What follows belongs to an exercise in optimizing a design on an open flow for small area and a short achievable clock period; a production flow would make more cautious choices.
Where RTL was checked, it was by simulation tests only, not by an equivalence proof against the original.
No activity file was given, so power comes from the tool's default toggle rates.

== the baseline ==
Design double_ended_queue, start of the top module:
module double_ended_queue #(
  parameter int unsigned DEPTH = 16
) (
  input  wire                            clk,
  input  wire                            rst,
  input  wire                            req_valid,
  output logic                           req_ready,
  input  wire  [deq_pkg::KIND_W-1:0]     kind,
  input  wire  signed [deq_pkg::DATA_W-1:0] push_value,
  output logic                           rsp_valid,
  input  wire                            rsp_ready,
  output logic signed [deq_pkg::DATA_W-1:0] popped_value,
  output logic [deq_pkg::STATUS_W-1:0]   status,
  output logic [deq_pkg::COUNT_W-1:0]    count
);
Size in the first run: about 1300 cells after synthesis, roughly 80 I/O pins, roughly 22000 µm² of cells after synthesis.
Settings: LEC_CHECK=0, CAP_MARGIN=20, CORE_MARGIN=2, CORE_UTILIZATION=50, CTS_CLUSTER_DIAMETER=100, CTS_CLUSTER_SIZE=26, PLACE_DENSITY=0.75, SETUP_SLACK_MARGIN=2.2, SLEW_MARGIN=20, TNS_END_PERCENT=20; clock period 4.2 ns.
run.sh (not shown) runs the stock make flow with config.mk's settings and CLKGATE_MAP_FILE= SYNTH_SCRIPT=/design/flow/synth_recipe.tcl, a recipe that flattens the netlist after the stock synthesis.
Input changes introduced in the candidate (baseline for comparison: the baseline):
Settings: changing CTS_CLUSTER_SIZE from 26 to 30; changing CTS_CLUSTER_DIAMETER from 100 to 80.
Notes after the runs:
As of the candidate, number of multi-input logic gates had risen slightly compared to the baseline.
Count of hold buffers inserted by post-cts repair came out exactly the same in the baseline and the candidate.
The candidate against the baseline: fraction of the core area covered by cells at the end of the flow rose 0.81 points; final hold slack rose 0.0050 ns; post-layout instance area rose 1.4%.
The baseline → the candidate: setup slack shows an increase of 0.014 ns, post-detailed-routing wire length rose 2200 µm.
The baseline has lower setup slack of the most critical reg-to-reg path than the candidate.

Setup of ember:
Starting RTL as in the previous note.
==> flow/config.mk <==
export PLATFORM = sky130hd
export DESIGN_NAME = double_ended_queue
export DESIGN_NICKNAME = double_ended_queue
export VERILOG_FILES = /design/flow/design.v
export SDC_FILE = /design/flow/constraint.sdc
export NUM_CORES = 4
export LEC_CHECK = 0
export CAP_MARGIN = 20
export CORE_MARGIN = 2
export CORE_UTILIZATION = 58
export CTS_CLUSTER_DIAMETER = 80
export CTS_CLUSTER_SIZE = 30
export PLACE_DENSITY = 0.82
export SETUP_SLACK_MARGIN = 2.2
export SLEW_MARGIN = 20
export TNS_END_PERCENT = 20
==> flow/constraint.sdc <==
create_clock -name core_clock -period 4.2 [get_ports {clk}]
set_input_delay 0.8400 -clock core_clock [delete_from_list [all_inputs] [get_ports {clk}]]
set_output_delay 0.8400 -clock core_clock [all_outputs]
set_load 0.01 [all_outputs]
ember finished end to end and its layout was clean on timing, DRC and antenna.
Here is what was changed in the inputs of maple compared with ember.
- a change of CORE_UTILIZATION from 58 to 40
- a deleted PLACE_DENSITY that had been 0.82
Notes after the runs:
- Result for ember and maple: all clean
- maple against ember: sum of met3 wire segment lengths after detailed routing saw a decrease; starting density of the core saw a decrease; switching share of power saw an increase.
- Summary of maple over ember: total of max-cap violations comparable; number of detailed-routing iterations run before antenna repair went down.
- Lower post-route clock period utilization goes to ember over maple.
- Changes observed in maple relative to ember: fraction of layout instances using a drive strength above 1 shows an increase of 1.7 points; cell area has increased.
Input changes introduced in juniper (baseline for comparison: maple):
- CORE_UTILIZATION: 40 -> 50
- CTS_CLUSTER_DIAMETER: 80 -> 60
- PLACE_DENSITY: unset -> 0.75
- CTS_CLUSTER_SIZE: 30 -> 22
==> summary.txt <==
Relative to maple, clock skew decreased by 0.0047 ns in juniper. Floorplan check, juniper vs maple: die outline smaller in juniper. Capture point of the worst path: popped_value[0]$_DFFE_PP_ -> juniper, popped_value[9] -> maple. Compared with maple, in juniper post-layout instance area climbed about 1.7%; number of ordinary and repair buffers in the finished layout climbed 19; total buffers and inverters traversed by the critical path climbed 2. Setup slack: juniper worse than maple. Looking at total power across both flows, juniper is the weaker of the two, with maple ahead. Comparing maple and juniper, the lower number of inserted filler cells in the final layout is on juniper.
Modified inputs, harbor compared to juniper
- changing CTS_CLUSTER_DIAMETER from 60 to 80
- changing SETUP_SLACK_MARGIN from 2.2 to 1.95
- changing CTS_CLUSTER_SIZE from 22 to 30
==> comparison <==
- harbor -> juniper: area fraction in compound gates after synthesis delta 0, exact match
- harbor vs. juniper: post-synth design cell area was more or less identical, total power consumption of the routed design went down by about 9%, met1 usage went down by 3.2 points, global-route usage went down by 4.0 points.
Input changes introduced in yarrow (baseline for comparison: harbor):
- TNS_END_PERCENT now 10, was 20
- SETUP_SLACK_MARGIN now 2.35, was 1.95
## What came out
Diff harbor..yarrow | weighted congestion reported at the end of routability-driven placement | unchanged
Looking at final-layout worst hold slack, yarrow sits 0.018 ns above harbor.
For wire length, dividing the value from yarrow by the value from harbor gives 1.2.
Delta (yarrow minus harbor): total power draw climbed about 2.2%, buffer levels on the longest clock path barely changed, fraction of standard cell area in multi-input logic climbed 1.2 points.

== v6 ==
The RTL this note starts from:
==> flow/design.v <==
`default_nettype none
package deq_pkg;
  localparam int unsigned DATA_W   = 32;
  localparam int unsigned KIND_W   = 3;
  localparam int unsigned STATUS_W = 2;
  localparam int unsigned COUNT_W  = 5;
  localparam logic [KIND_W-1:0] KIND_PUSH_FRONT = 3'd0;
  localparam logic [KIND_W-1:0] KIND_PUSH_BACK  = 3'd1;
  localparam logic [KIND_W-1:0] KIND_POP_FRONT  = 3'd2;
  localparam logic [KIND_W-1:0] KIND_POP_BACK   = 3'd3;
  localparam logic [KIND_W-1:0] KIND_CLEAR      = 3'd4;
  localparam logic [STATUS_W-1:0] STATUS_DONE  = 2'd0;
  localparam logic [STATUS_W-1:0] STATUS_EMPTY = 2'd1;
  localparam logic [STATUS_W-1:0] STATUS_FULL  = 2'd2;
endpackage
`default_nettype wire
`default_nettype none
module deq_cell (
  input  wire                          clk,
  input  wire                          we,
  input  wire  [deq_pkg::DATA_W-1:0]   wdata,
  output logic [deq_pkg::DATA_W-1:0]   data
);
  always_ff @(posedge clk) begin
    if (we) data <= wdata;
  end
endmodule
`default_nettype wire
`default_nettype none
module double_ended_queue #(
  parameter int unsigned DEPTH = 16
) (
  input  wire                            clk,
  input  wire                            rst,
  input  wire                            req_valid,
  output logic                           req_ready,
  input  wire  [deq_pkg::KIND_W-1:0]     kind,
  input  wire  signed [deq_pkg::DATA_W-1:0] push_value,
  output logic                           rsp_valid,
  input  wire                            rsp_ready,
  output logic signed [deq_pkg::DATA_W-1:0] popped_value,
  output logic [deq_pkg::STATUS_W-1:0]   status,
  output logic [deq_pkg::COUNT_W-1:0]    count
);
  localparam int unsigned PTR_W = $clog2(DEPTH);
  localparam int unsigned CNT_W = $clog2(DEPTH + 1);
  logic [deq_pkg::DATA_W-1:0] slot [DEPTH];
  logic [DEPTH-1:0]           we;
  logic [DEPTH-1:0]           head_oh;
  logic [DEPTH-1:0]           tail_oh;
  logic [DEPTH-1:0]           rd_sel;
  logic [PTR_W-1:0]           head;
  logic [PTR_W-1:0]           tail;
  logic [CNT_W-1:0]           held;
  logic [CNT_W-1:0]           held_next;
  logic                       full;
  logic                       empty;
  logic                       accept;
  logic                       is_push;
  logic                       is_pop;
  logic                       push_ok;
  logic                       pop_ok;
  logic                       is_clear;
  logic                       wr_front;
  logic                       wr_back;
  logic                       rd_front;
  logic                       rd_back;
  logic [deq_pkg::DATA_W-1:0] popped_next;
  assign req_ready = !rsp_valid || rsp_ready;
  assign accept    = req_valid && req_ready;
  assign is_push  = (kind[2:1] == 2'b00);
  assign is_pop   = (kind[2:1] == 2'b01);
  assign is_clear = (kind == deq_pkg::KIND_CLEAR);
  assign push_ok  = is_push && !full;
  assign pop_ok   = is_pop && !empty;
  assign wr_front = accept && push_ok && !kind[0];
  assign wr_back  = accept && push_ok && kind[0];
  assign rd_front = pop_ok && !kind[0];
  assign rd_back  = pop_ok && kind[0];
  always_comb begin
    for (int i = 0; i < DEPTH; i++) begin
      head_oh[i] = (head == PTR_W'(i));
      tail_oh[i] = (tail == PTR_W'(i));
    end
  end
  genvar gi;
  generate
    for (gi = 0; gi < DEPTH; gi++) begin : g_slot
      assign we[gi] = (wr_front && head_oh[(gi + 1) % DEPTH]) || (wr_back && tail_oh[gi]);
      assign rd_sel[gi] = pop_ok && (kind[0] ? tail_oh[(gi + 1) % DEPTH] : head_oh[gi]);
      deq_cell u_cell (
        .clk   (clk),
        .we    (we[gi]),
        .wdata (push_value),
        .data  (slot[gi])
      );
    end
  endgenerate
  always_comb begin
    popped_next = '0;
    for (int i = 0; i < DEPTH; i++) begin
      popped_next = popped_next | (slot[i] & {deq_pkg::DATA_W{rd_sel[i]}});
    end
  end
  always_comb begin
    held_next = held;
    if (push_ok)       held_next = held + 1'b1;
    else if (pop_ok)   held_next = held - 1'b1;
    else if (is_clear) held_next = '0;
  end
  always_ff @(posedge clk) begin
    if (rst) begin
      head      <= '0;
      tail      <= '0;
      held      <= '0;
      empty     <= 1'b1;
      full      <= 1'b0;
      rsp_valid <= 1'b0;
    end else begin
      if (accept) begin
        rsp_valid <= 1'b1;
        held      <= held_next;
        empty     <= (held_next == '0);
        full      <= held_next[CNT_W-1];
        if (push_ok) begin
          if (kind[0]) tail <= tail + 1'b1;
          else         head <= head - 1'b1;
        end else if (pop_ok) begin
          if (kind[0]) tail <= tail - 1'b1;
          else         head <= head + 1'b1;
        end else if (is_clear) begin
          tail <= head;
        end
      end else if (rsp_ready) begin
        rsp_valid <= 1'b0;
      end
    end
  end
  always_ff @(posedge clk) begin
    if (accept) begin
      popped_value <= popped_next;
      status[1]    <= is_push && full;
      status[0]    <= is_pop && empty;
      count        <= held_next;
    end
  end
endmodule
`default_nettype wire
clock: 4.2 ns
lec_check: 0
cap_margin: 20
core_margin: 2
core_utilization: 40
cts_buf_list: sky130_fd_sc_hd__clkbuf_4 sky130_fd_sc_hd__clkbuf_8
setup_slack_margin: 1.8
slew_margin: 20
v6 finished every step from synthesis to the final layout, and the layout passed the timing, design-rule and antenna checks.
The following lists how v7 was set up differently from v6:
Settings: clearing CTS_BUF_LIST, which used to be sky130_fd_sc_hd__clkbuf_4 sky130_fd_sc_hd__clkbuf_8; swapping 1.8 for 2.2 in SETUP_SLACK_MARGIN.
[summary]
- v7 finished every stage and its layout cleared the timing, design-rule and antenna checks.
- v6 finished every step from synthesis to the final layout, and the layout passed the timing, design-rule and antenna checks.
- Diff v7 and v6: via count normalized by instance count lower in v6
- Against v6, v7 reports a number of cells in the finished layout apart from fillers that is higher.
- Comparing the two runs side by side, v7 comes out behind v6 on worst clock skew.
- Compare v7 and v6 | fraction of power consumed by the clock network lower: v6
- Note that the total length of routed wires recorded for v7 amounts to 1.07 times the value seen in v6.
- [diff] cell internal power dissipation, v7 relative to v6: regression
Function was not checked in any run of this note: the RTL went through the layout flow alone.

==> what the ideal ports hide <==
The flow's constraints put no driver on any port. The routed layouts listed below were extracted and timed again, unchanged, in two steps. Step 1, drivers: a clkbuf_16 drives clk and a buf_2 each remaining input, both assumed. Step 2 times the ports against the registers' clock, not the clock port: input delays grow and output delays shrink by t, the midpoint of the rising clock arrivals with the driver on. Slacks: ideal ports / drivers / drivers and shift; pairs: ideal ports / drivers.
run	shift t [ns]	setup slack, ns	pins driven straight from the clock port
the baseline	0.661	2.061 / 1.996 / 1.358	1
the candidate	0.636	2.074 / 1.968 / 1.332	1
ember	0.629	2.087 / 2.032 / 1.419	1
maple	0.667	2.080 / 1.971 / 1.304	1
juniper	0.615	2.016 / 1.864 / 1.249	1
harbor	0.629	1.896 / 1.838 / 1.316	1
yarrow	0.638	2.082 / 1.975 / 1.337	1
v6	0.712	1.772 / 1.772 / 1.126	1
v7	0.669	1.842 / 1.842 / 1.304	1
After both steps setup and hold are still met in every run listed. For maple, which loses most, drivers alone change the setup slack by -0.109 ns; drivers and shift together by -0.776 ns.
